What follows belongs to an exercise in optimizing a design on an open flow for small area, a short achievable clock period and few clock cycles per item; a production flow would make more cautious choices.
At most, simulation tests tie the RTL to the original design; equivalence was not proved.
For run 4, only the layout was checked, not whether the RTL still works.
No activity file was given, so power comes from the tool's default toggle rates.

===== flow/config.mk =====
export PLATFORM = sky130hd
export DESIGN_NAME = bias_relu
export DESIGN_NICKNAME = bias_relu
export VERILOG_FILES = /design/flow/design.v
export SDC_FILE = /design/flow/constraint.sdc
export NUM_CORES = 4
export LEC_CHECK = 0
export CAP_MARGIN = 20
export CORE_MARGIN = 2
export CORE_UTILIZATION = 35
export SETUP_SLACK_MARGIN = 3.0
export SLEW_MARGIN = 20

===== flow/constraint.sdc =====
create_clock -name core_clock -period 6.5 [get_ports {clk}]
set_input_delay 1.3000 -clock core_clock [delete_from_list [all_inputs] [get_ports {clk}]]
set_output_delay 1.3000 -clock core_clock [all_outputs]
set_load 0.01 [all_outputs]

===== flow/design.v =====
`default_nettype none
module bias_relu #(
  parameter int ROWS    = 4,
  parameter int COLS    = 4,
  parameter int RELU_EN = 1
) (
  input  logic                              clk,
  input  logic                              rst,
  input  logic                              enable,
  input  logic [ROWS-1:0][COLS-1:0][31:0]   matrix_in,
  input  logic [ROWS-1:0][31:0]             bias,
  output logic [ROWS-1:0][COLS-1:0][31:0]   result,
  output logic                              busy,
  output logic                              done
);
  logic done_q;
  always_ff @(posedge clk) begin
    if (rst) done_q <= 1'b0;
    else     done_q <= enable;
  end
  assign busy = 1'b0;
  assign done = done_q;
  for (genvar i = 0; i < ROWS * COLS; i++) begin : g_elem
    logic [31:0] e, b;
    logic [32:0] sum;
    assign e = matrix_in[(i / COLS)][(i % COLS)];
    assign b = bias[(i / COLS)];
    logic [31:0] p, g;
    assign p = e ^ b;
    assign g = e & b;
    logic G0_1; logic P0_1;
    logic G0_3; logic P0_3;
    logic G0_5; logic P0_5;
    logic G0_7; logic P0_7;
    logic G0_9; logic P0_9;
    logic G0_11; logic P0_11;
    logic G0_13; logic P0_13;
    logic G0_15; logic P0_15;
    logic G0_17; logic P0_17;
    logic G0_19; logic P0_19;
    logic G0_21; logic P0_21;
    logic G0_23; logic P0_23;
    logic G0_25; logic P0_25;
    logic G0_27; logic P0_27;
    logic G0_29; logic P0_29;
    logic G0_31; logic P0_31;
    logic G1_3; logic P1_3;
    logic G1_5; logic P1_5;
    logic G1_7; logic P1_7;
    logic G1_9; logic P1_9;
    logic G1_11; logic P1_11;
    logic G1_13; logic P1_13;
    logic G1_15; logic P1_15;
    logic G1_17; logic P1_17;
    logic G1_19; logic P1_19;
    logic G1_21; logic P1_21;
    logic G1_23; logic P1_23;
    logic G1_25; logic P1_25;
    logic G1_27; logic P1_27;
    logic G1_29; logic P1_29;
    logic G1_31; logic P1_31;
    logic G2_5; logic P2_5;
    logic G2_7; logic P2_7;
    logic G2_9; logic P2_9;
    logic G2_11; logic P2_11;
    logic G2_13; logic P2_13;
    logic G2_15; logic P2_15;
    logic G2_17; logic P2_17;
    logic G2_19; logic P2_19;
    logic G2_21; logic P2_21;
    logic G2_23; logic P2_23;
    logic G2_25; logic P2_25;
    logic G2_27; logic P2_27;
    logic G2_29; logic P2_29;
    logic G2_31; logic P2_31;
    logic G3_9; logic P3_9;
    logic G3_11; logic P3_11;
    logic G3_13; logic P3_13;
    logic G3_15; logic P3_15;
    logic G3_17; logic P3_17;
    logic G3_19; logic P3_19;
    logic G3_21; logic P3_21;
    logic G3_23; logic P3_23;
    logic G3_25; logic P3_25;
    logic G3_27; logic P3_27;
    logic G3_29; logic P3_29;
    logic G3_31; logic P3_31;
    logic G4_17; logic P4_17;
    logic G4_19; logic P4_19;
    logic G4_21; logic P4_21;
    logic G4_23; logic P4_23;
    logic G4_25; logic P4_25;
    logic G4_27; logic P4_27;
    logic G4_29; logic P4_29;
    logic G4_31; logic P4_31;
    logic G5_2; logic P5_2;
    logic G5_4; logic P5_4;
    logic G5_6; logic P5_6;
    logic G5_8; logic P5_8;
    logic G5_10; logic P5_10;
    logic G5_12; logic P5_12;
    logic G5_14; logic P5_14;
    logic G5_16; logic P5_16;
    logic G5_18; logic P5_18;
    logic G5_20; logic P5_20;
    logic G5_22; logic P5_22;
    logic G5_24; logic P5_24;
    logic G5_26; logic P5_26;
    logic G5_28; logic P5_28;
    logic G5_30; logic P5_30;
    assign G0_1 = g[1] | (p[1] & g[0]);
    assign P0_1 = p[1] & p[0];
    assign G0_3 = g[3] | (p[3] & g[2]);
    assign P0_3 = p[3] & p[2];
    assign G0_5 = g[5] | (p[5] & g[4]);
    assign P0_5 = p[5] & p[4];
    assign G0_7 = g[7] | (p[7] & g[6]);
    assign P0_7 = p[7] & p[6];
    assign G0_9 = g[9] | (p[9] & g[8]);
    assign P0_9 = p[9] & p[8];
    assign G0_11 = g[11] | (p[11] & g[10]);
    assign P0_11 = p[11] & p[10];
    assign G0_13 = g[13] | (p[13] & g[12]);
    assign P0_13 = p[13] & p[12];
    assign G0_15 = g[15] | (p[15] & g[14]);
    assign P0_15 = p[15] & p[14];
    assign G0_17 = g[17] | (p[17] & g[16]);
    assign P0_17 = p[17] & p[16];
    assign G0_19 = g[19] | (p[19] & g[18]);
    assign P0_19 = p[19] & p[18];
    assign G0_21 = g[21] | (p[21] & g[20]);
    assign P0_21 = p[21] & p[20];
    assign G0_23 = g[23] | (p[23] & g[22]);
    assign P0_23 = p[23] & p[22];
    assign G0_25 = g[25] | (p[25] & g[24]);
    assign P0_25 = p[25] & p[24];
    assign G0_27 = g[27] | (p[27] & g[26]);
    assign P0_27 = p[27] & p[26];
    assign G0_29 = g[29] | (p[29] & g[28]);
    assign P0_29 = p[29] & p[28];
    assign G0_31 = g[31] | (p[31] & g[30]);
    assign P0_31 = p[31] & p[30];
    assign G1_3 = G0_3 | (P0_3 & G0_1);
    assign P1_3 = P0_3 & P0_1;
    assign G1_5 = G0_5 | (P0_5 & G0_3);
    assign P1_5 = P0_5 & P0_3;
    assign G1_7 = G0_7 | (P0_7 & G0_5);
    assign P1_7 = P0_7 & P0_5;
    assign G1_9 = G0_9 | (P0_9 & G0_7);
    assign P1_9 = P0_9 & P0_7;
    assign G1_11 = G0_11 | (P0_11 & G0_9);
    assign P1_11 = P0_11 & P0_9;
    assign G1_13 = G0_13 | (P0_13 & G0_11);
    assign P1_13 = P0_13 & P0_11;
    assign G1_15 = G0_15 | (P0_15 & G0_13);
    assign P1_15 = P0_15 & P0_13;
    assign G1_17 = G0_17 | (P0_17 & G0_15);
    assign P1_17 = P0_17 & P0_15;
    assign G1_19 = G0_19 | (P0_19 & G0_17);
    assign P1_19 = P0_19 & P0_17;
    assign G1_21 = G0_21 | (P0_21 & G0_19);
    assign P1_21 = P0_21 & P0_19;
    assign G1_23 = G0_23 | (P0_23 & G0_21);
    assign P1_23 = P0_23 & P0_21;
    assign G1_25 = G0_25 | (P0_25 & G0_23);
    assign P1_25 = P0_25 & P0_23;
    assign G1_27 = G0_27 | (P0_27 & G0_25);
    assign P1_27 = P0_27 & P0_25;
    assign G1_29 = G0_29 | (P0_29 & G0_27);
    assign P1_29 = P0_29 & P0_27;
    assign G1_31 = G0_31 | (P0_31 & G0_29);
    assign P1_31 = P0_31 & P0_29;
    assign G2_5 = G1_5 | (P1_5 & G0_1);
    assign P2_5 = P1_5 & P0_1;
    assign G2_7 = G1_7 | (P1_7 & G1_3);
    assign P2_7 = P1_7 & P1_3;
    assign G2_9 = G1_9 | (P1_9 & G1_5);
    assign P2_9 = P1_9 & P1_5;
    assign G2_11 = G1_11 | (P1_11 & G1_7);
    assign P2_11 = P1_11 & P1_7;
    assign G2_13 = G1_13 | (P1_13 & G1_9);
    assign P2_13 = P1_13 & P1_9;
    assign G2_15 = G1_15 | (P1_15 & G1_11);
    assign P2_15 = P1_15 & P1_11;
    assign G2_17 = G1_17 | (P1_17 & G1_13);
    assign P2_17 = P1_17 & P1_13;
    assign G2_19 = G1_19 | (P1_19 & G1_15);
    assign P2_19 = P1_19 & P1_15;
    assign G2_21 = G1_21 | (P1_21 & G1_17);
    assign P2_21 = P1_21 & P1_17;
    assign G2_23 = G1_23 | (P1_23 & G1_19);
    assign P2_23 = P1_23 & P1_19;
    assign G2_25 = G1_25 | (P1_25 & G1_21);
    assign P2_25 = P1_25 & P1_21;
    assign G2_27 = G1_27 | (P1_27 & G1_23);
    assign P2_27 = P1_27 & P1_23;
    assign G2_29 = G1_29 | (P1_29 & G1_25);
    assign P2_29 = P1_29 & P1_25;
    assign G2_31 = G1_31 | (P1_31 & G1_27);
    assign P2_31 = P1_31 & P1_27;
    assign G3_9 = G2_9 | (P2_9 & G0_1);
    assign P3_9 = P2_9 & P0_1;
    assign G3_11 = G2_11 | (P2_11 & G1_3);
    assign P3_11 = P2_11 & P1_3;
    assign G3_13 = G2_13 | (P2_13 & G2_5);
    assign P3_13 = P2_13 & P2_5;
    assign G3_15 = G2_15 | (P2_15 & G2_7);
    assign P3_15 = P2_15 & P2_7;
    assign G3_17 = G2_17 | (P2_17 & G2_9);
    assign P3_17 = P2_17 & P2_9;
    assign G3_19 = G2_19 | (P2_19 & G2_11);
    assign P3_19 = P2_19 & P2_11;
    assign G3_21 = G2_21 | (P2_21 & G2_13);
    assign P3_21 = P2_21 & P2_13;
    assign G3_23 = G2_23 | (P2_23 & G2_15);
    assign P3_23 = P2_23 & P2_15;
    assign G3_25 = G2_25 | (P2_25 & G2_17);
    assign P3_25 = P2_25 & P2_17;
    assign G3_27 = G2_27 | (P2_27 & G2_19);
    assign P3_27 = P2_27 & P2_19;
    assign G3_29 = G2_29 | (P2_29 & G2_21);
    assign P3_29 = P2_29 & P2_21;
    assign G3_31 = G2_31 | (P2_31 & G2_23);
    assign P3_31 = P2_31 & P2_23;
    assign G4_17 = G3_17 | (P3_17 & G0_1);
    assign P4_17 = P3_17 & P0_1;
    assign G4_19 = G3_19 | (P3_19 & G1_3);
    assign P4_19 = P3_19 & P1_3;
    assign G4_21 = G3_21 | (P3_21 & G2_5);
    assign P4_21 = P3_21 & P2_5;
    assign G4_23 = G3_23 | (P3_23 & G2_7);
    assign P4_23 = P3_23 & P2_7;
    assign G4_25 = G3_25 | (P3_25 & G3_9);
    assign P4_25 = P3_25 & P3_9;
    assign G4_27 = G3_27 | (P3_27 & G3_11);
    assign P4_27 = P3_27 & P3_11;
    assign G4_29 = G3_29 | (P3_29 & G3_13);
    assign P4_29 = P3_29 & P3_13;
    assign G4_31 = G3_31 | (P3_31 & G3_15);
    assign P4_31 = P3_31 & P3_15;
    assign G5_2 = g[2] | (p[2] & G0_1);
    assign P5_2 = p[2] & P0_1;
    assign G5_4 = g[4] | (p[4] & G1_3);
    assign P5_4 = p[4] & P1_3;
    assign G5_6 = g[6] | (p[6] & G2_5);
    assign P5_6 = p[6] & P2_5;
    assign G5_8 = g[8] | (p[8] & G2_7);
    assign P5_8 = p[8] & P2_7;
    assign G5_10 = g[10] | (p[10] & G3_9);
    assign P5_10 = p[10] & P3_9;
    assign G5_12 = g[12] | (p[12] & G3_11);
    assign P5_12 = p[12] & P3_11;
    assign G5_14 = g[14] | (p[14] & G3_13);
    assign P5_14 = p[14] & P3_13;
    assign G5_16 = g[16] | (p[16] & G3_15);
    assign P5_16 = p[16] & P3_15;
    assign G5_18 = g[18] | (p[18] & G4_17);
    assign P5_18 = p[18] & P4_17;
    assign G5_20 = g[20] | (p[20] & G4_19);
    assign P5_20 = p[20] & P4_19;
    assign G5_22 = g[22] | (p[22] & G4_21);
    assign P5_22 = p[22] & P4_21;
    assign G5_24 = g[24] | (p[24] & G4_23);
    assign P5_24 = p[24] & P4_23;
    assign G5_26 = g[26] | (p[26] & G4_25);
    assign P5_26 = p[26] & P4_25;
    assign G5_28 = g[28] | (p[28] & G4_27);
    assign P5_28 = p[28] & P4_27;
    assign G5_30 = g[30] | (p[30] & G4_29);
    assign P5_30 = p[30] & P4_29;
    logic [32:0] c;
    assign c[0] = 1'b0;
    assign c[1] = g[0];
    assign c[2] = G0_1;
    assign c[3] = G5_2;
    assign c[4] = G1_3;
    assign c[5] = G5_4;
    assign c[6] = G2_5;
    assign c[7] = G5_6;
    assign c[8] = G2_7;
    assign c[9] = G5_8;
    assign c[10] = G3_9;
    assign c[11] = G5_10;
    assign c[12] = G3_11;
    assign c[13] = G5_12;
    assign c[14] = G3_13;
    assign c[15] = G5_14;
    assign c[16] = G3_15;
    assign c[17] = G5_16;
    assign c[18] = G4_17;
    assign c[19] = G5_18;
    assign c[20] = G4_19;
    assign c[21] = G5_20;
    assign c[22] = G4_21;
    assign c[23] = G5_22;
    assign c[24] = G4_23;
    assign c[25] = G5_24;
    assign c[26] = G4_25;
    assign c[27] = G5_26;
    assign c[28] = G4_27;
    assign c[29] = G5_28;
    assign c[30] = G4_29;
    assign c[31] = G5_30;
    assign c[32] = G4_31;
    assign sum[31:0] = p ^ c[31:0];
    assign sum[32] = p[31] ^ c[32];
    logic [30:0] nsum_q;
    logic        nbig_q, neg_q;
    always_ff @(posedge clk) begin
      if (!done_q) begin
        nsum_q <= ~sum[30:0];
        nbig_q <= ~sum[31];
        neg_q  <= sum[32];
      end
    end
    assign result[(i / COLS)][(i % COLS)] = {1'b0, ~((nsum_q & {31{nbig_q}}) | {31{neg_q}})};
  end
endmodule
`default_nettype wire

===== flow/flow/run.sh =====
#!/bin/bash
# Own layout flow: the standard layout (standard.sh), with
#  - synthesis through flow/synth.tcl: the standard flow's synthesis script with ABC on
#    flow/abc.script (structural mapping, no restructuring) and without the
#    full/half-adder extraction, so the RTL's adder structure is kept;
#  - the port buffers made of sky130_fd_sc_hd__buf_1 instead of the cell
#    buffer_ports picks by default.
# make's output goes to standard_make.log; ORFS keeps each step's log in
# orfs/logs/.
set -euo pipefail
export OWN_WORK=$PWD
export OWN_ABC_SCRIPT=$PWD/flow/abc.script
export BUFFER_PORTS_ARGS="-buffer_cell sky130_fd_sc_hd__buf_1"
bash standard.sh SYNTH_SCRIPT=$PWD/flow/synth.tcl ADDER_MAP_FILE= finish > standard_make.log 2>&1

===== flow/flow/abc.script =====
&get -n
&st
&dch
&nf
&put
buffer -c
topo
stime -c
upsize -c
dnsize -c

===== flow/flow/synth.tcl =====
proc abc {args} {
  set i [lsearch -exact $args -script]
  if {$i >= 0} { lset args [expr {$i + 1}] $::env(OWN_ABC_SCRIPT) }
  yosys abc {*}$args
}
source $::env(OWN_WORK)/synth_recipe.tcl

===== flow/standard.sh =====
#!/bin/bash
# synth_recipe.tcl (not shown) runs the flow's synth.tcl, then flattens the netlist and writes it again
# the make line also repeats each setting of config.mk as NAME=value (left out here)
make -C /OpenROAD-flow-scripts/flow DESIGN_CONFIG=/design/flow/config.mk WORK_HOME=/design/flow/orfs CLKGATE_MAP_FILE= SYNTH_SCRIPT=/design/flow/synth_recipe.tcl "${@:-finish}"

==> results.py, run 1 <==
metrics = {
    "placed_design": {
        "port_buffers": 1139,
        "dp_cells": 7131,
        "place_area_sq_um": 47200,
        "gp_congestion": 0.996,
        "place_hpwl_microns": 150000,
    },
    "floorplanning": {
        "die_w_microns": 349,
        "core_area_sq_um": 118000,
        "fp.dieH_microns": 349,
        "num_rows": 126,
        "start_util": 0.353,
        "dieArea_sq_um": 122000,
        "pin_count": 1157,
    },
    "route": {
        "dr.pass1.iters": 6,
        "routedWlPerCell_microns": 24.9,
        "drc": 0,
        "via_per_inst": 5.52,
        "routed_wl_microns": 182000,
        "drt_iter0_markers": 3424,
        "final_antenna_net_count": 0,
        "via_count": 40300,
    },
    "clocking": {
        "numCtsBuffers": 72,
        "cts_buffer_depth": 3,
        "clock-sinks": 529,
        "root_buffer": "clkbuf_16",
        "cts_tree": "yes",
        "clk_latency_ns": 0.66,
        "cts.reportedPaths.clkPinSlew_ns": 0.06,
        "cts.htree.levels": 3,
        "cts.hold.buffers_added": 0,
    },
    "timing": {
        "fmax_mhz": 287,
        "period_share": 0.536,
        "period_minus_slack_ns": 3.48,
        "slew_headroom": 0.306,
        "worst_pin_slew_ns": 1.04,
        "rsz0062_at_grt": "yes",
        "fin_hold_ws_ns": 0.846,
        "setup_violations": 0,
        "finClkSkew_ns": 0.0337,
        "hold_violations": 0,
        "finalMaxSlewViolations": 0,
    },
    "logic_synthesis": {
        "synthCells": 4611,
        "yosysSeqAreaShare": 0.381,
        "synth.avg_cell_area_sq_um": 9.04,
        "yosysWarnings": 1,
        "synthDistinctLibCells": 45,
        "ys_ff_latch": 529,
        "synth_area_sq_um": 41700,
        "yosysTopAreaCell": "edfxtp_1",
        "synth_top_area_share": 0.380,
        "synthTopCellsByArea": "edfxtp_1 (38%), xnor2_1 (14%), a21oi_1 (8.8%), xor2_1 (6.7%), nand2_1 (5.8%)",
    },
    "layout": {
        "final_area_sq_um": 50000,
        "nNetsFinal": 6317,
        "most-common-layout-cells": "buf_1 (1129), a21oi_1 (731), xnor2_1 (672)",
        "num-fill-cells": 11900,
        "final_common_cell": "buf_1",
        "area_growth_pct": 20.0,
        "drive_gt1_frac": 0.0707,
        "instances_no_fill": 7297,
    },
    "setup_path": {
        "cp-end-kind": "primary output",
        "start_kind": "flop",
        "path_class": "reg -> out",
        "path_max_fanout": 31,
        "cp_data_arrival_time_ns": 2.18,
        "cp.required_ns": 5.20,
    },
    "run_status": {
        "status": "complete, no violations",
    },
    "power_and_ir_drop": {
        "pwr_density_cell_nw_per_um2": 274,
        "power.leakage_nw": 16.3,
        "irDropWorstVdd_mv": 0.215,
    },
    "worst_hold_path": {
        "hp-class": "in -> reg",
    },
    "run": {
        "maxCapViolCount": 0,
    },
    "global_routing": {
        "grt_max_degree": 180,
        "antenna_found_initial": 62,
        "grt_pass1_vias": 38400,
        "grt_pass1_wl_microns": 254000,
        "grt_use_total": 0.283,
        "overflow": 0,
    },
}
metrics by stage:
step	setup TNS [ns]	power (mW)	worst slack (ns)	util
floorplan	-1146.25	7.64	-2.17	-
global placement	0	9.27	2.16	0.400
detailed placement	0	9.31	2.13	0.400
CTS	0	13.7	3.01	0.422
global route	0	14.2	2.92	0.424
finish	0	13.7	3.02	0.424
critical path, stage by stage (launching register included):
cell	delay, ns
edfxtp_1	0.35
buf_4	0.27
a21oi_1	0.69
buf_1	0.22
cell families (layout without fill, tap and decap cells):
group | Yosys count | count (layout) | share of synthesized area
compound gates | 1470 | 1470 | 0.216
flops | 529 | 529 | 0.381
buf+inv | 242 | 1346 | 0.0305
fa+ha+maj | 66 | 66 | 0.0159
xor+xnor | 1036 | 1036 | 0.231
simple gates | 1267 | 1267 | 0.126
other cells | 1 | 47 | 0.0000900
routing by layer:
layer	track usage	routed length (microns)	vias up
li1	-	-	18700
met1	0.340	70700	19500
met2	0.476	86600	1744
met3	0.0689	16000	395
met4	0.129	8320	48
met5	0	312	-
sequential cells by signal, summed over array words and instances (netlist names):
name	flops
done_q	1
g_elem.nbig_q	16
g_elem.neg_q	16
g_elem.nsum_q	496
report_power, final:
| part | leakage (nW) | switching [mW] | total (mW) | internal [mW] |
|---|---|---|---|---|
| registers | 5.38 | 0.299 | 4.91 | 4.61 |
| clock network | 1.22 | 1.71 | 4.33 | 2.62 |
| logic | 9.66 | 3.03 | 4.45 | 1.42 |
| total | 16.3 | 5.04 | 13.7 | 8.65 |
cells in the mapped netlist, drive strengths merged:
master / count
a211oi: 48
a21boi: 14
a21oi: 738
a221oi: 32
a22oi: 48
a311oi: 32
a31oi: 14
buf: 161
clkbuf: 80
conb: 1
dfxtp: 1
edfxtp: 528
inv: 1
maj3: 66
nand2: 640
nand4: 48
nor2: 482
nor2b: 1
nor3: 16
nor4: 80
o211ai: 48
o21ai: 464
o221ai: 32
xnor2: 716
xor2: 320
final timing paths:
check / start / to / slack, ns / cells after the start
worst max-delay path: g_elem[10].nbig_q / result[345] / 3.02 / 3
worst min-delay path: rst / done_q / 0.85 / 2
worst max register to register: done_q / g_elem[9].nsum_q[30] / 3.47 / 4
worst min register to register: done_q / g_elem[5].nsum_q[13] / 0.90 / 2
cell type report:
| class | instances | area [sq um] | area share |
|---|---|---|---|
| diodes | 30 | 75.1 | 0.00150 |
| clock buffers | 80 | 1850 | 0.0370 |
| clock inverters | 51 | 649 | 0.0130 |
| inverters | 1 | 7.51 | 0.000150 |
| multi-input cells | 3856 | 24700 | 0.494 |
| flip-flops and latches | 529 | 15900 | 0.317 |
| well taps | 1536 | 1920 | 0.0384 |
| repair buffers | 1214 | 4930 | 0.0986 |
timing repair:
| item | 4_1_cts | 5_1_grt |
|---|---|---|
| setup buffers | 2 | 2 |
| resized for setup | 13 | 21 |
| endpoints found under the setup margin | 49 | 57 |
Testbench counts, summed over its fixed seeds: cycles 3,192, items 1,600.
==> inputs of run 2 (changes only) <==
--- a/flow/config.mk
+++ b/flow/config.mk
@@ -10,3 +10,3 @@
 export CORE_UTILIZATION = 35
-export SETUP_SLACK_MARGIN = 3.0
+export SETUP_SLACK_MARGIN = 4.0
 export SLEW_MARGIN = 20
==> run 2 against run 1 <==
  * Total power grew 25%
  * Count of clock-buffer cells in the layout grew 17
  * Wire length is 19% higher
  * Register-to-register slack better by 0.61 ns
  * Cell area increased by 41%
  * Sequential cell count stayed put
  * First-iteration DRC count increased by 9.3%
  * Still clean on timing, DRC and antenna
  * Sequential share of layout area is 9.3 points lower
  * Area after synthesis did not move
  * Sequential power grew 3%
  * Hold slack got worse by 0.040 ns
==> results.py, run 2 <==
metrics = {
    "timing": {
        "worst_pin_slew_ns": 0.928,
        "slew_headroom": 0.382,
        "rsz0062_at_grt": "yes",
        "hold_violations": 0,
        "setup_violations": 0,
        "finalMaxSlewViolations": 0,
        "fmax_mhz": 318,
        "finClkSkew_ns": 0.0207,
        "period_share": 0.484,
        "period_minus_slack_ns": 3.15,
    },
    "global_routing": {
        "grt_max_degree": 136,
        "overflow": 0,
        "grt_pass1_wl_microns": 289000,
        "grt_pass1_vias": 43300,
        "antenna_found_initial": 92,
        "grt_use_total": 0.322,
    },
    "logic_synthesis": {
        "synth_most_common_cell": "a21oi_1",
        "dominantRegCellSynth": "edfxtp_1",
        "yosysSeqAreaShare": 0.381,
        "synth.avg_cell_area_sq_um": 9.04,
        "ys_async_sr_fraction": 0,
        "synthDistinctLibCells": 45,
        "synth_edf_count": 528,
        "ys_ff_latch": 529,
        "synth_area_sq_um": 41700,
        "synthTopCellsByArea": "edfxtp_1 (38%), xnor2_1 (14%), a21oi_1 (8.8%), xor2_1 (6.7%), nand2_1 (5.8%)",
        "synthCells": 4611,
        "synth_top_area_share": 0.380,
        "yosysWarnings": 1,
        "synthTopCellsByCount": "a21oi_1 (737), xnor2_1 (673), nand2_1 (640)",
        "yosysTopAreaCell": "edfxtp_1",
    },
    "route": {
        "drc": 0,
        "routed_wl_microns": 216000,
        "via_count": 45000,
        "via_per_inst": 5.75,
        "drt-met1-wl_microns": 73300,
        "route.top_layer_used": "met5",
        "final_antenna_net_count": 0,
        "drt_iter0_markers": 3741,
        "wl_met2_microns": 102000,
        "wl_met3_microns": 22400,
        "routedWlPerCell_microns": 27.6,
        "dr.pass1.iters": 6,
    },
    "clocking": {
        "cts.hold.buffers_added": 0,
        "root_buffer": "clkbuf_16",
        "numCtsBuffers": 72,
        "clock-sinks": 529,
        "cts.reportedPaths.clkPinSlew_ns": 0.06,
        "cts_tree": "yes",
        "cts_buffer_depth": 3,
        "cts.htree.levels": 3,
        "clk_latency_ns": 0.66,
    },
    "run": {
        "maxCapViolCount": 0,
    },
    "floorplanning": {
        "fp.dieH_microns": 349,
        "core_area_sq_um": 118000,
        "pin_count": 1157,
        "num_rows": 126,
        "die_w_microns": 349,
        "start_util": 0.353,
        "dieArea_sq_um": 122000,
    },
    "power_and_ir_drop": {
        "irDropWorstVdd_mv": 0.183,
        "power.leakage_nw": 25.5,
        "pwr_density_cell_nw_per_um2": 242,
    },
    "placed_design": {
        "gp_congestion": 1.01,
        "port_buffers": 1139,
        "dp_cells": 7102,
        "place_area_sq_um": 47700,
        "place_hpwl_microns": 154000,
    },
    "layout": {
        "final_common_cell": "nand2_1",
        "nNetsFinal": 6815,
        "final_area_sq_um": 70700,
        "largest_reg_flops": 496,
        "instances_no_fill": 7828,
        "drive_gt1_frac": 0.480,
        "area_growth_pct": 69.6,
        "post-route-util": 0.599,
        "largest-register": "g_elem.nsum_q",
        "most-common-layout-cells": "nand2_1 (605), edfxtp_1 (528), buf_1 (444)",
        "num-fill-cells": 9378,
        "reg_top3": "g_elem.nsum_q x496, g_elem.nbig_q x16, g_elem.neg_q x16",
    },
    "worst_hold_path": {
        "worstHoldStart": "rst",
        "min_path_cells": 2,
        "whs_endpoint": "done_q",
        "hp-class": "in -> reg",
    },
    "setup_path": {
        "cp_data_arrival_time_ns": 1.85,
        "path_max_fanout": 7,
        "cp.required_ns": 5.20,
        "rr_worst_depth": 3,
        "path_class": "reg -> out",
        "regToRegSetupSlack_ns": 4.08,
        "r2r-end": "g_elem[8].nbig_q",
        "reg2reg_from": "done_q",
        "start_kind": "flop",
        "cp-end-kind": "primary output",
    },
    "run_status": {
        "status": "complete, no violations",
    },
}
-- run 2: what timing repair did --
action                     4_1_cts  5_1_grt
buffers inserted               331      162
gates cloned                    29       10
pin swaps                      315      311
setup endpoints to repair      943      841
gates resized for setup       2414     1202
-- run 2: cells by family (layout without fill, tap and decap cells) --
kind of cell | Yosys count | in the layout | synth area share
AO/OA/AOI/OAI | 1470 | 1470 | 0.216
XOR/XNOR | 1036 | 1036 | 0.231
adder cells (fa/ha/maj) | 66 | 66 | 0.0159
buffers and inverters | 242 | 1845 | 0.0305
flip-flops | 529 | 529 | 0.381
other | 1 | 79 | 0.0000900
AND/OR/NAND/NOR | 1267 | 1267 | 0.126
-- run 2: routing by layer --
metal	global-route usage	vias up
met1	0.354	22000
met5	0	-
met2	0.534	2353
li1	-	19800
met3	0.101	744
met4	0.216	58
-- run 2: how the worst max path moves through the flow --
stage | slack (ns) | start | end
finish | 3.35 | g_elem[15].neg_q | result[488]
CTS | 3.33 | g_elem[13].neg_q | result[445]
global placement | 2.22 | bias[99] | g_elem[13].nsum_q[27]
detailed placement | 2.13 | bias[99] | g_elem[13].nsum_q[27]
floorplan | -2.17 | done_q | g_elem[0].nbig_q
global route | 3.32 | g_elem[15].neg_q | result[488]
-- run 2: through the flow --
step | setup slack [ns] | setup TNS [ns] | total power [mW] | hold slack [ns]
final | 3.35 | 0 | 17.1 | 0.806
after global routing | 3.32 | 0 | 17.6 | 0.775
after CTS | 3.33 | 0 | 15.8 | 0.772
after detailed placement | 2.13 | 0 | 9.43 | 1.13
after global placement | 2.22 | 0 | 9.39 | 1.11
after floorplan | -2.17 | -1146.25 | 7.71 | 1.36
-- run 2: area by class of cell --
class                           instances  area, sq um  area share
Sequential cell                       529        15900       0.225
Tap cell                             1536         1920      0.0272
Clock inverter                         35          347     0.00490
Multi-Input combinational cell       3856        36800       0.521
Clock buffer                           97         2040      0.0289
Timing Repair Buffer                 1712        13500       0.191
Inverter                                1         7.51    0.000106
Antenna cell                           62          155     0.00219
-- run 2: power breakdown --
group,internal (mW),total (mW),switching (mW)
Combinational,3.41,7.81,4.41
Clock,2.48,4.19,1.71
Sequential,4.64,5.08,0.445
Total,10.5,17.1,6.56
-- run 2: critical path: stages, from the launching register on --
cell and delay (ns):
edfxtp_1 0.43, buf_12 0.18, buf_12 0.13, buf_16 0.13
a21oi_2 0.13, buf_2 0.17
==> inputs of run 3 (changes only) <==
--- a/flow/config.mk
+++ b/flow/config.mk
@@ -10,3 +10,3 @@
 export CORE_UTILIZATION = 35
-export SETUP_SLACK_MARGIN = 4.0
+export SETUP_SLACK_MARGIN = 3.5
 export SLEW_MARGIN = 20
==> run 3 against run 2 <==
  * Wire length shrank 12%
  * Die area is the same
  * Final cell count shrank 5.4%
  * Non-clock buffer count shrank 407
  * Global-route usage is 3.3 points lower
  * Sequential cell count did not move
  * Combinational power down 27%
  * Hold slack better by 0.088 ns
  * Largest cell class unchanged
==> results.py, run 3 <==
metrics = {
    "logic_synthesis": {
        "yosysSeqAreaShare": 0.381,
        "synth_edf_count": 528,
        "synth_most_common_cell": "a21oi_1",
        "synthTopCellsByCount": "a21oi_1 (737), xnor2_1 (673), nand2_1 (640)",
        "synth.avg_cell_area_sq_um": 9.04,
        "synth_top_area_share": 0.380,
        "synthDistinctLibCells": 45,
        "ys_async_sr_fraction": 0,
        "yosysWarnings": 1,
        "ys_ff_latch": 529,
        "dominantRegCellSynth": "edfxtp_1",
        "synth_area_sq_um": 41700,
        "synthCells": 4611,
        "synthTopCellsByArea": "edfxtp_1 (38%), xnor2_1 (14%), a21oi_1 (8.8%), xor2_1 (6.7%), nand2_1 (5.8%)",
        "yosysTopAreaCell": "edfxtp_1",
    },
    "setup_path": {
        "critPathTopFamily": "buffers and inverters",
        "path_max_fanout": 6,
        "worstPathCellList": "buf_6 -> buf_12 -> a21oi_4 -> buf_6",
        "crit_path_frequent_cell": "buf_6",
        "cp-end-kind": "primary output",
        "path_class": "reg -> out",
        "critPathSlowestCell": "edfxtp_1",
        "reg2reg_from": "done_q",
        "cp.required_ns": 5.20,
        "path_buf_inv": 3,
        "regToRegSetupSlack_ns": 4.13,
        "startpoint": "g_elem[3].nbig_q",
        "cp_data_arrival_time_ns": 1.82,
        "r2r-end": "g_elem[7].nsum_q[15]",
        "start_kind": "flop",
        "max_stage_delay_ns": 0.43,
        "rr_worst_depth": 3,
    },
    "floorplanning": {
        "fp.dieH_microns": 349,
        "dieArea_sq_um": 122000,
        "num_rows": 126,
        "die_w_microns": 349,
        "pin_count": 1157,
        "core_area_sq_um": 118000,
        "start_util": 0.353,
    },
    "layout": {
        "ff_latch_area_sq_um": 15900,
        "reg_top3": "g_elem.nsum_q x496, g_elem.nbig_q x16, g_elem.neg_q x16",
        "largest_reg_flops": 496,
        "area_growth_pct": 35.1,
        "multi_input_area_sq_um": 28400,
        "num-fill-cells": 11300,
        "most-common-layout-cells": "buf_1 (717), nand2_1 (640), xnor2_1 (619)",
        "final_common_cell": "buf_1",
        "drive_gt1_frac": 0.233,
        "final_area_sq_um": 56300,
        "instances_no_fill": 7408,
        "largest-register": "g_elem.nsum_q",
        "nNetsFinal": 6407,
    },
    "clocking": {
        "clock-sinks": 529,
        "cts.reportedPaths.clkPinSlew_ns": 0.06,
        "cts_buffer_depth": 3,
        "root_buffer": "clkbuf_16",
        "cts_tree": "yes",
        "cts.htree.levels": 3,
        "numCtsBuffers": 71,
        "clk_latency_ns": 0.64,
    },
    "worst_hold_path": {
        "whs_endpoint": "done_q",
        "worstHoldStart": "enable",
        "hp-class": "in -> reg",
        "min_path_cells": 2,
    },
    "timing": {
        "finalMaxSlewViolations": 0,
        "fin_tns_setup_ns": 0,
        "period_share": 0.480,
        "worst_pin_slew_ns": 1.16,
        "setup_violations": 0,
        "setup_ws_ns": 3.38,
        "rsz0062_at_grt": "yes",
        "hold_violations": 0,
        "fmax_mhz": 321,
        "finClkSkew_ns": 0.0248,
        "slew_headroom": 0.224,
        "period_minus_slack_ns": 3.12,
    },
    "power_and_ir_drop": {
        "power.leakage_nw": 19.1,
        "irDropWorstVdd_mv": 0.182,
        "power.total_mw": 14.7,
        "pwr_density_cell_nw_per_um2": 260,
    },
    "route": {
        "routedWlPerCell_microns": 25.7,
        "via_count": 41300,
        "drc": 0,
        "dr.pass1.iters": 6,
        "routed_wl_microns": 190000,
        "via_per_inst": 5.58,
        "final_antenna_net_count": 0,
        "drt_iter0_markers": 3363,
    },
    "placed_design": {
        "place_area_sq_um": 47700,
        "port_buffers": 1139,
        "place_hpwl_microns": 149000,
        "dpl_worst_slack_ns": 2.24,
        "dp_cells": 7097,
        "gp_congestion": 0.980,
    },
    "global_routing": {
        "grt_use_total": 0.290,
        "grt_max_degree": 167,
        "grt_pass1_vias": 39200,
        "overflow": 0,
        "grt_pass1_wl_microns": 259000,
        "antenna_found_initial": 78,
    },
    "run_status": {
        "status": "complete, no violations",
    },
    "run": {
        "maxCapViolCount": 0,
    },
}
[run 3: cell counts after synthesis]
Identical to the previous run, type by type.
[run 3: layer usage]
metal  GRT usage  up-vias  wire length (microns)
li1            -    18900                      -
met1       0.334    20200                  70900
met2       0.497     1782                  93300
met3      0.0650      434                  14900
met4       0.158       40                  10800
met5           0        -                    233
[run 3: how the worst max path moves through the flow]
stage / cells after the start / slack (ns) / to
global placement: 8 / 2.29 / g_elem[11].nsum_q[27]
floorplan: 1 / -2.17 / g_elem[0].nbig_q
finish: 4 / 3.38 / result[111]
detailed placement: 8 / 2.24 / g_elem[11].nsum_q[27]
global route: 4 / 3.35 / result[111]
CTS: 4 / 3.29 / result[163]
[run 3: kinds of logic after synthesis]
| group | after synthesis | share of synthesized area |
|---|---|---|
| AO/OA/AOI/OAI | 1470 | 0.216 |
| AND/OR/NAND/NOR | 1267 | 0.126 |
| XOR/XNOR | 1036 | 0.231 |
| flip-flops | 529 | 0.381 |
| buffers and inverters | 242 | 0.0305 |
| adder cells (fa/ha/maj) | 66 | 0.0159 |
| other | 1 | 0.0000900 |
[run 3: what timing repair did]
item / 4_1_cts / 5_1_grt
buffers inserted: 89 / 14
pin swaps: 10 / 32
gates resized for setup: 719 / 642
endpoints found under the setup margin: 760 / 487
hold buffers: 0 / 0
gates cloned: 8 / 19
[run 3: power breakdown]
part	total (mW)	switching, mW	internal, mW
clock network	3.96	1.67	2.30
registers	5.02	0.392	4.63
logic	5.67	3.47	2.20
total	14.7	5.53	9.13
[run 3: through the flow]
| stage | util | hold slack (ns) |
|---|---|---|
| 3_5_place_dp | 0.404 | 1.06 |
| 2_1_floorplan | - | 1.36 |
| 5_1_grt | 0.477 | 0.871 |
| 3_3_place_gp | 0.404 | 1.05 |
| 4_1_cts | 0.453 | 0.824 |
| 6_report | 0.477 | 0.894 |
[run 3: area by class of cell]
type                            instances  area share
Timing Repair Buffer                 1305       0.138
Antenna cell                           56     0.00249
Multi-Input combinational cell       3856       0.504
Sequential cell                       529       0.282
Tap cell                             1536      0.0341
Clock inverter                         38     0.00662
Inverter                                1    0.000133
Clock buffer                           87      0.0334
==> inputs of run 4 (changes only) <==
--- a/flow/design.v
+++ b/flow/design.v
@@ -306,12 +306,11 @@
     assign sum[32] = p[31] ^ c[32];
-    logic [30:0] nsum_q;
-    logic        nbig_q, neg_q;
+    logic [30:0] res_q;
     always_ff @(posedge clk) begin
       if (!done_q) begin
-        nsum_q <= ~sum[30:0];
-        nbig_q <= ~sum[31];
-        neg_q  <= sum[32];
+        if (sum[32])      res_q <= '0;             
+        else if (sum[31]) res_q <= {31{1'b1}};     
+        else              res_q <= sum[30:0];
       end
     end
-    assign result[(i / COLS)][(i % COLS)] = {1'b0, ~((nsum_q & {31{nbig_q}}) | {31{neg_q}})};
+    assign result[(i / COLS)][(i % COLS)] = {1'b0, res_q};
   end
--- a/flow/config.mk
+++ b/flow/config.mk
@@ -10,3 +10,3 @@
 export CORE_UTILIZATION = 35
-export SETUP_SLACK_MARGIN = 3.5
+export SETUP_SLACK_MARGIN = 3.0
 export SLEW_MARGIN = 20
==> run 4 against run 3 <==
  * Still clean
  * Hold slack got worse by 0.086 ns
  * Critical path depth up 7
  * Via count shrank 0.31%
  * Cell area is 7.4% lower
  * Register-to-register slack got worse by 0.31 ns
  * Final cell count rose by 0.19%
  * Clock skew is 0.0025 ns lower
  * Critical path type is now in -> reg
  * Largest cell class unchanged
==> results.py, run 4 <==
metrics = {
    "logic_synthesis": {
        "synth.avg_cell_area_sq_um": 9.24,
        "yosysWarnings": 1,
        "synth_top_area_share": 0.352,
        "yosysTopAreaCell": "edfxtp_1",
        "dominantRegCellSynth": "edfxtp_1",
        "ys_ff_latch": 497,
        "yosysSeqAreaShare": 0.352,
        "synth_area_sq_um": 42300,
        "synth_edf_count": 496,
        "synthDistinctLibCells": 47,
        "synthCells": 4581,
        "synthTopCellsByArea": "edfxtp_1 (35%), xnor2_1 (13%), xor2_1 (6.9%), a21oi_1 (5.6%), nand2_1 (5.4%)",
        "synth_most_common_cell": "xnor2_1",
        "synthTopCellsByCount": "xnor2_1 (615), nand2_1 (608), edfxtp_1 (496)",
        "ys_async_sr_fraction": 0,
    },
    "floorplanning": {
        "core_area_sq_um": 120000,
        "dieArea_sq_um": 124000,
        "die_w_microns": 352,
        "pin_count": 1157,
        "fp.dieH_microns": 352,
        "start_util": 0.353,
        "num_rows": 127,
    },
    "timing": {
        "fmax_mhz": 286,
        "slew_headroom": 0.265,
        "fin_hold_ws_ns": 0.809,
        "finClkSkew_ns": 0.0224,
        "finalMaxSlewViolations": 0,
        "hold_violations": 0,
        "rsz0062_at_grt": "yes",
        "period_minus_slack_ns": 3.50,
        "fin_tns_setup_ns": 0,
        "worst_pin_slew_ns": 1.10,
        "setup_violations": 0,
        "period_share": 0.538,
    },
    "global_routing": {
        "grt_pass1_wl_microns": 264000,
        "grt_pass1_vias": 38600,
        "grtUsageMet2": 0.481,
        "grt_util_met3": 0.0934,
        "grt_use_total": 0.296,
        "grt_max_degree": 163,
        "overflow": 0,
        "gr-usage-met1": 0.335,
        "antenna_found_initial": 81,
        "busiest_layer": "met2",
    },
    "clocking": {
        "cts.hold.buffers_added": 0,
        "clock-sinks": 497,
        "root_buffer": "clkbuf_16",
        "cts.reportedPaths.clkPinSlew_ns": 0.06,
        "numCtsBuffers": 68,
        "cts_tree": "yes",
        "clk_latency_ns": 0.66,
        "cts.htree.levels": 3,
        "cts_buffer_depth": 3,
    },
    "layout": {
        "final_area_sq_um": 52100,
        "final_common_cell": "buf_1",
        "post-route-util": 0.435,
        "largest_reg_flops": 496,
        "reg_top3": "g_elem.res_q x496, done_q x1",
        "nNetsFinal": 6354,
        "area_growth_pct": 23.2,
        "drive_gt1_frac": 0.146,
        "num-fill-cells": 12000,
        "largest-register": "g_elem.res_q",
        "most-common-layout-cells": "buf_1 (1038), nand2_1 (608), xnor2_1 (589)",
    },
    "placed_design": {
        "place_area_sq_um": 47600,
        "gp_congestion": 1.01,
        "place_hpwl_microns": 155000,
        "port_buffers": 1139,
    },
    "power_and_ir_drop": {
        "power.total_mw": 13.5,
        "pwr_density_cell_nw_per_um2": 259,
        "irDropWorstVdd_mv": 0.163,
        "power.leakage_nw": 17.5,
    },
    "route": {
        "drc": 0,
        "drt_iter0_markers": 3346,
        "via_count": 41200,
        "routedWlPerCell_microns": 26.1,
        "final_antenna_net_count": 0,
        "via_per_inst": 5.55,
        "dr.pass1.iters": 6,
        "routed_wl_microns": 194000,
    },
    "setup_path": {
        "path_class": "in -> reg",
        "start_kind": "input port",
        "cp_data_arrival_time_ns": 3.86,
        "cp.required_ns": 6.86,
        "path_max_fanout": 16,
        "cp-end-kind": "flop",
    },
    "run": {
        "maxCapViolCount": 0,
    },
    "run_status": {
        "status": "complete, no violations",
    },
    "worst_hold_path": {
        "hp-class": "in -> reg",
    },
}
==> run 4: changes by cell type after synthesis, moves of 58 or more <==
| cell | before | now |
|---|---|---|
| a21oi_1 | 737 | 471 |
| a21oi_2 | 1 | 239 |
| clkbuf_1 | 80 | 1 |
| o21ai_0 | 296 | 431 |
| o21ai_1 | 120 | 1 |
| xnor2_1 | 673 | 615 |
==> run 4: path summary, 6_finish.rpt <==
kind | start | endpoint | slack, ns | cells past startpoint
max | bias[105] | g_elem[13].res_q[5] | 3.00 | 11
min | rst | done_q | 0.81 | 2
max reg2reg | done_q | g_elem[2].res_q[13] | 3.82 | 3
min reg2reg | done_q | g_elem[8].res_q[12] | 0.85 | 1
==> run 4: final cells by class <==
cell class                      instances  area, sq um  share of cell area
Sequential cell                       497        14900               0.286
Clock buffer                           78         1760              0.0338
Inverter                               17         67.6             0.00130
Clock inverter                         44          547              0.0105
Multi-Input combinational cell       3855        26800               0.515
Antenna cell                           47          118             0.00226
Tap cell                             1612         2020              0.0387
Timing Repair Buffer                 1272         5880               0.113
==> run 4: layer usage <==
metal	routed length [microns]	up-vias
met5	459	-
met4	14100	68
met3	19100	531
met2	89500	1935
met1	70500	19900
li1	-	18700
==> run 4: kinds of logic after synthesis <==
| kind of cell | share of synthesized area |
|---|---|
| AOI/OAI and AO/OA | 0.232 |
| and+or+nand+nor | 0.126 |
| xor gates and xnor gates | 0.224 |
| DFF | 0.352 |
| buffers and inverters | 0.0423 |
| adders and majority gates | 0.0230 |
| other | 0.0000886 |
==> run 4: critical path, cell delays in order <==
cell	delay, ns
buf_2	0.31
xnor2_1	0.18
nor2_1	0.52
nand4_1	0.19
o221ai_2	0.37
a211oi_2	0.18
o21ai_4	0.24
buf_12	0.17
xnor2_4	0.13
buf_12	0.17
a21oi_1	0.08
==> run 4: repair_timing <==
action                                  4_1_cts  5_1_grt
endpoints found under the setup margin      496      489
cloned                                       12        2
buffers inserted                             58       21
resized for setup                           172      145
pin swaps                                    37       20
==> run 4: power by group <==
part | leakage [nW] | switching [mW] | internal (mW)
clock network | 1.10 | 1.61 | 2.39
registers | 5.41 | 0.318 | 4.18
logic | 11.0 | 3.27 | 1.73
total | 17.5 | 5.19 | 8.30
==> run 4: stage by stage <==
stage | setup WS, ns | std cells
2_1_floorplan | -1.69 | 4597
3_3_place_gp | 1.52 | 7160
3_5_place_dp | 1.46 | 7160
4_1_cts | 2.97 | 7352
5_1_grt | 2.92 | 7412
6_report | 3.00 | 7422
==> inputs of run 5 (changes only) <==
--- a/flow/design.v
+++ b/flow/design.v
@@ -306,9 +306,12 @@
     assign sum[32] = p[31] ^ c[32];
+    logic pos, mixed, big, nonneg, ld_one, ld_keep;
+    assign pos     = !e[31] && !b[31];
+    assign mixed   = e[31] ^ b[31];
+    assign big     = pos && c[31];
+    assign nonneg  = pos || (mixed && c[31]);
+    assign ld_one  = !done_q && big;
+    assign ld_keep = !done_q && nonneg;
     logic [30:0] res_q;
     always_ff @(posedge clk) begin
-      if (!done_q) begin
-        if (sum[32])      res_q <= '0;             
-        else if (sum[31]) res_q <= {31{1'b1}};     
-        else              res_q <= sum[30:0];
-      end
+      res_q <= ({31{done_q}} & res_q) | {31{ld_one}} | ({31{ld_keep}} & sum[30:0]);
     end
==> run 5 against run 4 <==
  * Worst setup slack worse by 0.021 ns
  * Register-to-register slack improved by 0.18 ns
  * Synthesized cell count grew 5.4%
  * Maximum frequency shrank 0.59%
  * First-iteration DRC count shrank 1.8%
  * Global-route usage grew 2.1 points
  * Cell area is 8.2% lower
  * Wire length up 0.31%
  * Critical path type unchanged
  * Clock power about the same
==> results.py, run 5 <==
metrics = {
    "run_status": {
        "status": "complete, no violations",
    },
    "timing": {
        "rsz0062_at_grt": "yes",
        "setup_ws_ns": 2.98,
        "period_share": 0.541,
        "fin_tns_setup_ns": 0,
        "fmax_mhz": 284,
        "period_minus_slack_ns": 3.52,
        "setup_violations": 0,
        "slew_headroom": 0.168,
        "hold_violations": 0,
        "finalMaxSlewViolations": 0,
        "finClkSkew_ns": 0.0395,
        "worst_pin_slew_ns": 1.25,
        "fin_hold_ws_ns": 0.467,
    },
    "setup_path": {
        "start_kind": "input port",
        "cp.required_ns": 7.03,
        "path_max_fanout": 9,
        "cp-end-kind": "flop",
        "path_class": "in -> reg",
        "cp_data_arrival_time_ns": 4.05,
    },
    "logic_synthesis": {
        "synth.avg_cell_area_sq_um": 8.13,
        "synth_area_sq_um": 39300,
        "synth_top_area_share": 0.253,
        "synth_edf_count": 0,
        "yosysTopAreaCell": "dfxtp_1",
        "ys_async_sr_fraction": 0,
        "synthDistinctLibCells": 54,
        "synthTopCellsByCount": "xnor2_1 (707), nand2_1 (610), nor2_1 (547)",
        "yosysWarnings": 1,
        "ys_ff_latch": 497,
        "yosysSeqAreaShare": 0.253,
        "synthCells": 4829,
        "synth_most_common_cell": "xnor2_1",
        "dominantRegCellSynth": "dfxtp_1",
        "synthTopCellsByArea": "dfxtp_1 (25%), xnor2_1 (16%), a221o_1 (12%), nand2_1 (5.8%), nor2_1 (5.2%)",
    },
    "layout": {
        "largest_reg_flops": 496,
        "nNetsFinal": 6498,
        "drive_gt1_frac": 0.0867,
        "final_common_cell": "buf_1",
        "reg_top3": "g_elem.res_q x496, done_q x1",
        "largest-register": "g_elem.res_q",
        "multi_input_area_sq_um": 28300,
        "num-fill-cells": 11500,
        "area_growth_pct": 21.9,
        "ff_latch_area_sq_um": 9950,
        "most-common-layout-cells": "buf_1 (1051), xnor2_1 (678), nand2_1 (610)",
    },
    "power_and_ir_drop": {
        "power.leakage_nw": 16.5,
        "irDropWorstVdd_mv": 0.223,
        "pwr_density_cell_nw_per_um2": 272,
    },
    "global_routing": {
        "grt_max_degree": 167,
        "grt_use_total": 0.317,
        "grt_pass1_vias": 39400,
        "grt_pass1_wl_microns": 272000,
        "overflow": 0,
        "antenna_found_initial": 80,
    },
    "placed_design": {
        "port_buffers": 1139,
        "gp_congestion": 1.01,
        "place_hpwl_microns": 160000,
        "dpl_worst_slack_ns": 1.47,
    },
    "clocking": {
        "root_buffer": "clkbuf_16",
        "cts.htree.levels": 2,
        "cts.hold.buffers_added": 0,
        "cts_tree": "yes",
        "cts.reportedPaths.clkPinSlew_ns": 0.05,
        "clk_latency_ns": 0.68,
        "clock-sinks": 497,
        "cts_buffer_depth": 3,
        "numCtsBuffers": 61,
    },
    "route": {
        "via_count": 42700,
        "routed_wl_microns": 194000,
        "drc": 0,
        "routedWlPerCell_microns": 26.1,
        "drt_iter0_markers": 3287,
        "dr.pass1.iters": 5,
        "final_antenna_net_count": 0,
        "via_per_inst": 5.74,
    },
    "run": {
        "maxCapViolCount": 0,
    },
    "floorplanning": {
        "num_rows": 122,
        "pin_count": 1157,
        "core_area_sq_um": 111000,
        "start_util": 0.354,
        "fp.dieH_microns": 339,
        "dieArea_sq_um": 115000,
        "die_w_microns": 339,
    },
    "worst_hold_path": {
        "hp-class": "reg -> reg",
    },
}
[run 5: final timing paths]
| check | startpoint | end | slack (ns) | depth (start not counted) |
|---|---|---|---|---|
| max | bias[35] | g_elem[5].res_q[25] | 2.98 | 10 |
| min | g_elem[5].res_q[24] | g_elem[5].res_q[24] | 0.47 | 1 |
| min reg2reg | g_elem[5].res_q[24] | g_elem[5].res_q[24] | 0.47 | 1 |
| max reg2reg | done_q | g_elem[8].res_q[13] | 4.00 | 5 |
[run 5: logic make-up (layout without fill, tap and decap cells)]
kind of cell / Yosys count / in the layout / share of synthesized area
AOI/OAI and AO/OA: 1460 / 1460 / 0.284
adders and majority gates: 81 / 81 / 0.0206
DFF: 497 / 497 / 0.253
other: 1 / 61 / 0.0000955
and+or+nand+nor: 1530 / 1537 / 0.175
xor gates and xnor gates: 937 / 937 / 0.220
buffers and inverters: 323 / 1375 / 0.0477
[run 5: report_power, final]
part / internal, mW / switching (mW)
clock network: 2.44 / 1.54
registers: 3.68 / 0.400
logic: 1.82 / 3.14
[run 5: metal layers]
metal  vias to the layer above  track usage  wire length (microns)
met5                         -            0                    434
met4                        64        0.202                  13800
met3                       501       0.0963                  18200
met2                      1913        0.509                  87200
met1                     20400        0.366                  74700
li1                      19800            -                      -
[run 5: area by class of cell]
| class | count | area share |
|---|---|---|
| well taps | 1488 | 0.0389 |
| diodes | 44 | 0.00230 |
| multi-input cells | 4032 | 0.590 |
| clock inverters | 35 | 0.0122 |
| inverters | 24 | 0.00188 |
| clock buffers | 77 | 0.0357 |
| flip-flops and latches | 497 | 0.208 |
| repair buffers | 1239 | 0.111 |
[run 5: timing repair]
item,4_1_cts,5_1_grt
setup buffers,17,19
pin swaps,12,14
endpoints found under the setup margin,493,458
cloned,7,0
resized for setup,102,98
[run 5: critical path, cell delays in order]
cell and delay [ns]:
buf_1 0.07, buf_4 0.28, xnor2_4 0.18, o21ai_1 0.14, a21oi_1 0.42, o21ai_1 0.29, a211oi_1 0.67, o21ai_0 0.21
xnor2_1 0.17, a221o_1 0.32
[run 5: stage by stage]
stage	power (mW)	instance area, sq um	instances	util
after floorplan	7.06	39400	4845	-
after global placement	8.85	44300	7237	0.400
after detailed placement	8.88	44300	7237	0.400
after CTS	13.0	47200	7373	0.425
after global routing	13.6	47800	7425	0.431
final	13.0	47900	7436	0.431
Testbench counts of run 5, summed over its fixed seeds: cycles 3,192, items 1,600.
==> inputs of run 6 (changes only) <==
--- a/flow/config.mk
+++ b/flow/config.mk
@@ -10,3 +10,3 @@
 export CORE_UTILIZATION = 35
-export SETUP_SLACK_MARGIN = 3.0
+export SETUP_SLACK_MARGIN = 3.5
 export SLEW_MARGIN = 20
==> run 6 against run 5 <==
  * Clock skew shrank 0.017 ns
  * Wire length grew 12%
  * Cell area grew 17%
  * Die area is the same
  * Highest routed layer unchanged
==> results.py, run 6 <==
metrics = {
    "run_status": {
        "status": "complete, no violations",
    },
    "setup_path": {
        "cp.required_ns": 7.02,
        "cp-end-kind": "flop",
        "path_max_fanout": 8,
        "startpoint": "bias[69]",
        "cp_data_arrival_time_ns": 3.77,
        "endpoint": "g_elem[10].res_q[14]",
        "rr_worst_depth": 6,
        "regToRegSetupSlack_ns": 3.92,
        "path_class": "in -> reg",
        "reg2reg_from": "done_q",
        "start_kind": "input port",
        "r2r-end": "g_elem[14].res_q[19]",
    },
    "layout": {
        "final_common_cell": "buf_1",
        "reg_top3": "g_elem.res_q x496, done_q x1",
        "largest-register": "g_elem.res_q",
        "most-common-layout-cells": "buf_1 (1033), nand2_1 (606), xnor2_1 (518)",
        "area_growth_pct": 42.0,
        "nNetsFinal": 6834,
        "largest_reg_flops": 496,
        "drive_gt1_frac": 0.205,
    },
    "timing": {
        "period_minus_slack_ns": 3.24,
        "worst_pin_slew_ns": 1.25,
        "setup_ws_ns": 3.26,
        "slew_headroom": 0.164,
        "rsz0062_at_grt": "yes",
        "finClkSkew_ns": 0.0220,
        "period_share": 0.499,
        "hold_violations": 0,
        "fin_tns_setup_ns": 0,
        "fmax_mhz": 308,
        "setup_violations": 0,
        "finalMaxSlewViolations": 0,
    },
    "floorplanning": {
        "start_util": 0.354,
        "dieArea_sq_um": 115000,
        "num_rows": 122,
        "core_area_sq_um": 111000,
        "die_w_microns": 339,
        "fp.dieH_microns": 339,
        "pin_count": 1157,
    },
    "route": {
        "routedWlPerCell_microns": 27.9,
        "drt_iter0_markers": 4304,
        "drc": 0,
        "via_count": 45900,
        "dr.pass1.iters": 7,
        "routed_wl_microns": 217000,
        "via_per_inst": 5.88,
        "final_antenna_net_count": 0,
    },
    "placed_design": {
        "port_buffers": 1139,
        "dpl_worst_slack_ns": 1.62,
        "place_hpwl_microns": 166000,
        "gp_congestion": 1.02,
    },
    "logic_synthesis": {
        "synthAdderAreaFrac": 0.0206,
        "synth_mux_area_frac": 0,
        "synthCells": 4829,
        "synth-compound-area-share": 0.284,
        "synth_xor_area_frac": 0.220,
        "synthTopCellsByCount": "xnor2_1 (707), nand2_1 (610), nor2_1 (547)",
        "synthDistinctLibCells": 54,
        "synth_edf_count": 0,
        "yosysTopAreaCell": "dfxtp_1",
        "synth_area_sq_um": 39300,
        "ys_ff_latch": 497,
        "synth_most_common_cell": "xnor2_1",
        "yosysSeqAreaShare": 0.253,
        "synth_top_area_share": 0.253,
        "dominantRegCellSynth": "dfxtp_1",
        "synth_top_family_by_area": "compound AO/OA/AOI/OAI gates",
        "synth.avg_cell_area_sq_um": 8.13,
        "synth-simple-area-share": 0.175,
        "synthTopCellsByArea": "dfxtp_1 (25%), xnor2_1 (16%), a221o_1 (12%), nand2_1 (5.8%), nor2_1 (5.2%)",
        "yosysWarnings": 1,
        "ys_async_sr_fraction": 0,
    },
    "global_routing": {
        "antenna_found_initial": 96,
        "overflow": 0,
        "grt_pass1_vias": 42200,
        "grt_max_degree": 155,
        "grt_pass1_wl_microns": 297000,
        "grt_use_total": 0.350,
    },
    "power_and_ir_drop": {
        "pwr_density_cell_nw_per_um2": 252,
        "power.leakage_nw": 20.0,
        "irDropWorstVdd_mv": 0.198,
    },
    "clocking": {
        "cts_buffer_depth": 3,
        "cts_tree": "yes",
        "cts.reportedPaths.clkPinSlew_ns": 0.06,
        "numCtsBuffers": 66,
        "clock-sinks": 497,
        "root_buffer": "clkbuf_16",
        "clk_latency_ns": 0.63,
        "cts.htree.levels": 3,
    },
    "run": {
        "maxCapViolCount": 0,
    },
    "worst_hold_path": {
        "hp-class": "reg -> reg",
    },
}
-- run 6: cell counts after synthesis --
No cell type changed its count.
-- run 6: repair_timing --
item	CTS	global route
gates cloned	32	23
hold endpoints to repair	0	0
buffers inserted	210	86
gates resized for setup	766	268
endpoints found under the setup margin	497	496
hold buffers	0	0
pin swaps	160	107
-- run 6: metrics by stage --
step	util	cells	cell area, sq um	total power [mW]	hold slack (ns)
2_1_floorplan	-	4845	40400	7.14	0.508
6_report	0.503	7805	55800	14.0	0.464
4_1_cts	0.480	7620	53300	13.7	0.468
3_3_place_gp	0.408	7258	45300	8.93	0.448
5_1_grt	0.502	7781	55700	14.5	0.484
3_5_place_dp	0.408	7260	45300	8.96	0.455
-- run 6: worst min path at each step --
stage	from	endpoint	cells past startpoint
5_1_grt	g_elem[7].res_q[24]	g_elem[7].res_q[24]	1
4_1_cts	g_elem[7].res_q[24]	g_elem[7].res_q[24]	1
3_5_place_dp	g_elem[7].res_q[24]	g_elem[7].res_q[24]	1
3_3_place_gp	g_elem[7].res_q[24]	g_elem[7].res_q[24]	1
6_report	g_elem[2].res_q[24]	g_elem[2].res_q[24]	1
2_1_floorplan	g_elem[10].res_q[24]	g_elem[10].res_q[24]	1
-- run 6: per-layer routing --
| metal | global-route usage | share of wire | vias to the layer above |
|---|---|---|---|
| met5 | 0 | 0.0017 | - |
| met4 | 0.250 | 0.083 | 54 |
| met3 | 0.111 | 0.10 | 771 |
| met2 | 0.547 | 0.44 | 2461 |
| met1 | 0.404 | 0.37 | 21900 |
| li1 | - | - | 20600 |
-- run 6: cell families (layout without fill, tap and decap cells) --
family                     after synthesis  count (layout)
DFF                                    497             497
other                                    1              93
AOI/OAI and AO/OA                     1460            1460
xor gates and xnor gates               937             937
buffers and inverters                  323            1713
adders and majority gates               81              81
and+or+nand+nor                       1530            1536
-- run 6: worst max-delay path, stage by stage --
cell,delay [ns]
buf_12,0.10
buf_8,0.12
buf_12,0.13
xnor2_4,0.23
nor2_4,0.07
a221oi_4,0.38
o221ai_4,0.17
a311oi_4,0.39
o21ai_2,0.10
nor4b_4,0.13
buf_6,0.20
clkbuf_16,0.17
a221o_1,0.27
-- run 6: report_power, final --
| part | leakage (nW) | switching (mW) | internal (mW) |
|---|---|---|---|
| sequential | 4.16 | 0.428 | 3.68 |
| combinational | 14.7 | 3.50 | 2.40 |
| clock | 1.13 | 1.60 | 2.44 |
| total | 20.0 | 5.53 | 8.51 |
-- run 6: area by class of cell --
type / count / area (sq um)
fill: 10800 / 55200
tap: 1488 / 1860
antenna: 76 / 190
clock inverter: 28 / 399
inverter: 24 / 90.1
timing repair buffer: 1571 / 9570
multi-input combinational: 4031 / 31800
sequential: 497 / 9950
clock buffer: 90 / 1930
==> inputs of run 7 (changes only) <==
--- a/flow/config.mk
+++ b/flow/config.mk
@@ -10,3 +10,4 @@
 export CORE_UTILIZATION = 35
-export SETUP_SLACK_MARGIN = 3.5
+export PLACE_DENSITY = 0.85
+export SETUP_SLACK_MARGIN = 3.0
 export SLEW_MARGIN = 20
==> run 7 against run 6 <==
  * Count of clock-buffer cells in the layout down 11
  * Global-route usage down 1.9 points
  * Core utilization shrank 7.3 points
  * Synthesized cell count did not move
  * Worst setup slack worse by 0.25 ns
  * First-iteration DRC count down 4.2%
  * Clock skew rose by 0.0086 ns
  * Highest routed layer unchanged
  * Final cell count fell by 4.8%
  * Register-to-register slack worse by 0.30 ns
  * Wire length shrank 6.9%
  * Sequential share of layout area increased by 3.0 points
  * Clock power fell by 9.4%
==> results.py, run 7 <==
metrics = {
    "route": {
        "final_antenna_net_count": 0,
        "routedWlPerCell_microns": 27.2,
        "routed_wl_microns": 202000,
        "dr.pass1.iters": 6,
        "via_per_inst": 5.94,
        "drt_iter0_markers": 4123,
        "drc": 0,
        "via_count": 44100,
    },
    "timing": {
        "slew_headroom": 0.241,
        "period_minus_slack_ns": 3.49,
        "fin_tns_setup_ns": 0,
        "fmax_mhz": 286,
        "period_share": 0.537,
        "fin_hold_ws_ns": 0.468,
        "finClkSkew_ns": 0.0306,
        "rsz0062_at_grt": "yes",
        "worst_pin_slew_ns": 1.14,
        "finalMaxSlewViolations": 0,
        "setup_violations": 0,
        "hold_violations": 0,
    },
    "setup_path": {
        "cp-end-kind": "flop",
        "critPathSlowestCell": "a21oi_1",
        "path_class": "in -> reg",
        "regToRegSetupSlack_ns": 3.62,
        "worstPathCellList": "buf_2 -> xnor2_1 -> o21ai_0 -> a21oi_1 -> o221ai_4 -> a311oi_4 -> o221a_2 -> nor2_2 -> buf_6 -> a221o_1",
        "r2r-end": "g_elem[3].res_q[29]",
        "start_kind": "input port",
        "path_max_fanout": 26,
        "reg2reg_from": "done_q",
        "max_stage_delay_ns": 0.38,
        "rr_worst_depth": 6,
        "path_buf_inv": 2,
        "critPathTopFamily": "compound AO/OA/AOI/OAI gates",
        "cp.required_ns": 7.04,
        "cp_data_arrival_time_ns": 4.03,
    },
    "clocking": {
        "numCtsBuffers": 61,
        "cts_buffer_depth": 3,
        "root_buffer": "clkbuf_16",
        "clock-sinks": 497,
        "cts_tree": "yes",
        "clk_latency_ns": 0.68,
        "cts.htree.levels": 2,
        "cts.reportedPaths.clkPinSlew_ns": 0.06,
    },
    "floorplanning": {
        "num_rows": 122,
        "fp.dieH_microns": 339,
        "core_area_sq_um": 111000,
        "pin_count": 1157,
        "dieArea_sq_um": 115000,
        "die_w_microns": 339,
        "start_util": 0.354,
    },
    "logic_synthesis": {
        "synth.avg_cell_area_sq_um": 8.13,
        "synth_most_common_cell": "xnor2_1",
        "yosysTopAreaCell": "dfxtp_1",
        "ys_async_sr_fraction": 0,
        "synth_edf_count": 0,
        "synthTopCellsByCount": "xnor2_1 (707), nand2_1 (610), nor2_1 (547)",
        "yosysWarnings": 1,
        "ys_ff_latch": 497,
        "synthCells": 4829,
        "synth_top_area_share": 0.253,
        "synthTopCellsByArea": "dfxtp_1 (25%), xnor2_1 (16%), a221o_1 (12%), nand2_1 (5.8%), nor2_1 (5.2%)",
        "synthDistinctLibCells": 54,
        "dominantRegCellSynth": "dfxtp_1",
        "yosysSeqAreaShare": 0.253,
        "synth_area_sq_um": 39300,
    },
    "power_and_ir_drop": {
        "p_seq_frac": 0.326,
        "p_sw_frac": 0.406,
        "pwr-share-comb": 0.389,
        "p_int_mw": 7.58,
        "power.total_mw": 12.8,
        "power.leakage_nw": 16.4,
        "pwr_density_cell_nw_per_um2": 268,
        "p_sw_mw": 5.19,
        "p_clk_frac": 0.286,
        "irDropWorstVdd_mv": 0.217,
    },
    "worst_hold_path": {
        "hp-class": "reg -> reg",
        "worstHoldStart": "g_elem[2].res_q[24]",
        "whs_endpoint": "g_elem[2].res_q[24]",
        "min_path_cells": 1,
    },
    "global_routing": {
        "grt_pass1_vias": 41400,
        "grt_use_total": 0.331,
        "antenna_found_initial": 81,
        "overflow": 0,
        "grt_max_degree": 130,
        "grt_pass1_wl_microns": 282000,
    },
    "layout": {
        "nNetsFinal": 6483,
        "largest-register": "g_elem.res_q",
        "drive_gt1_frac": 0.0881,
        "most-common-layout-cells": "buf_1 (1037), xnor2_1 (678), nand2_1 (610)",
        "post-route-util": 0.430,
        "reg_top3": "g_elem.res_q x496, done_q x1",
        "instances_no_fill": 7431,
        "area_growth_pct": 21.4,
        "largest_reg_flops": 496,
        "final_common_cell": "buf_1",
    },
    "placed_design": {
        "place_hpwl_microns": 168000,
        "dp_cells": 7230,
        "port_buffers": 1139,
        "gp_congestion": 1.14,
    },
    "run": {
        "maxCapViolCount": 0,
    },
    "run_status": {
        "status": "complete, no violations",
    },
}
run 7: final cells by class:
type	count	area, sq um
repair buffers	1226	5280
clock inverters	36	424
well taps	1488	1860
fillers	11200	63300
clock buffers	79	1680
flip-flops and latches	497	9950
multi-input cells	4030	28300
diodes	51	128
inverters	24	90.1
run 7: logic make-up (layout without fill, tap and decap cells):
logic type	Yosys count	count (layout)	share of synthesized area
AOI/OAI and AO/OA	1460	1460	0.284
xor gates and xnor gates	937	937	0.220
adders and majority gates	81	81	0.0206
buffers and inverters	323	1365	0.0477
DFF	497	497	0.253
other	1	68	0.0000955
and+or+nand+nor	1530	1535	0.175
run 7: power by group through the flow:
stage	combinational [mW]	sequential, mW	clock (mW)
after detailed placement	4.73	4.18	0
after global routing	5.24	4.19	3.80
after CTS	4.82	4.13	3.70
after global placement	4.66	4.18	0
final	4.96	4.16	3.65
after floorplan	2.73	4.33	0
run 7: worst max-delay path by stage:
stage	from	to	slack [ns]	depth (start not counted)
3_3_place_gp	bias[36]	g_elem[4].res_q[10]	1.63	9
2_1_floorplan	bias[99]	g_elem[12].res_q[29]	2.99	10
5_1_grt	bias[76]	g_elem[11].res_q[26]	2.94	10
4_1_cts	bias[100]	g_elem[12].res_q[29]	2.97	10
3_5_place_dp	bias[36]	g_elem[4].res_q[1]	1.50	9
6_report	bias[43]	g_elem[6].res_q[16]	3.01	10
run 7: what timing repair did:
item                       in CTS  in global routing
hold buffers                    0                  0
cloned                          5                  0
resized for setup             170                 93
setup endpoints to repair     488                431
pin swaps                      19                 14
buffers inserted               15                 15
run 7: metrics by stage:
stage	worst slack, ns	area [sq um]
finish	3.01	47700
global route	2.94	47600
CTS	2.97	47000
detailed placement	1.50	44300
global placement	1.63	44300
floorplan	2.99	39400
run 7: routing by layer:
| layer | share of wire | routed length, microns | GRT usage | up-vias |
|---|---|---|---|---|
| li1 | - | - | - | 19800 |
| met1 | 0.36 | 72700 | 0.368 | 21100 |
| met5 | 0.0023 | 462 | 0 | - |
| met3 | 0.11 | 22000 | 0.113 | 792 |
| met2 | 0.44 | 88000 | 0.516 | 2366 |
| met4 | 0.094 | 19100 | 0.263 | 68 |
run 7: worst register-to-register path, stage by stage, from the launching register on:
cell and delay [ns]:
dfxtp_4 0.74, buf_12 0.61, buf_4 0.61, a21o_1 0.23, nor2_4 0.08, buf_6 0.17
a311o_1 0.33

==> afterwards: timing with drivers on the ports <==
In the flow no input, the clock included, has a driving cell. The finished layouts below were timed again as built, in two steps.
Step 1: set_driving_cell puts a clkbuf_16 on clk and a buf_2 on each other input, an assumption about the parent block.
Step 2, shift: input delay + t, output delay - t, t = (earliest + latest rising clock arrival at the registers) / 2. This alone moves slack from input paths to output paths.
Slacks: no drivers / after step 1 / after step 2; pairs: no drivers / after step 1.
run	t (ns)	slack for setup (ns)
run 1	0.714	3.018 / 2.943 / 2.339
run 2	0.732	3.353 / 3.277 / 2.846
run 3	0.718	3.381 / 3.298 / 2.826
run 4	0.707	3.002 / 3.046 / 2.340
run 5	0.742	2.981 / 3.029 / 2.287
run 6	0.700	3.256 / 3.231 / 2.531
run 7	0.730	3.009 / 2.968 / 2.238
After both steps every run listed still meets setup and hold.
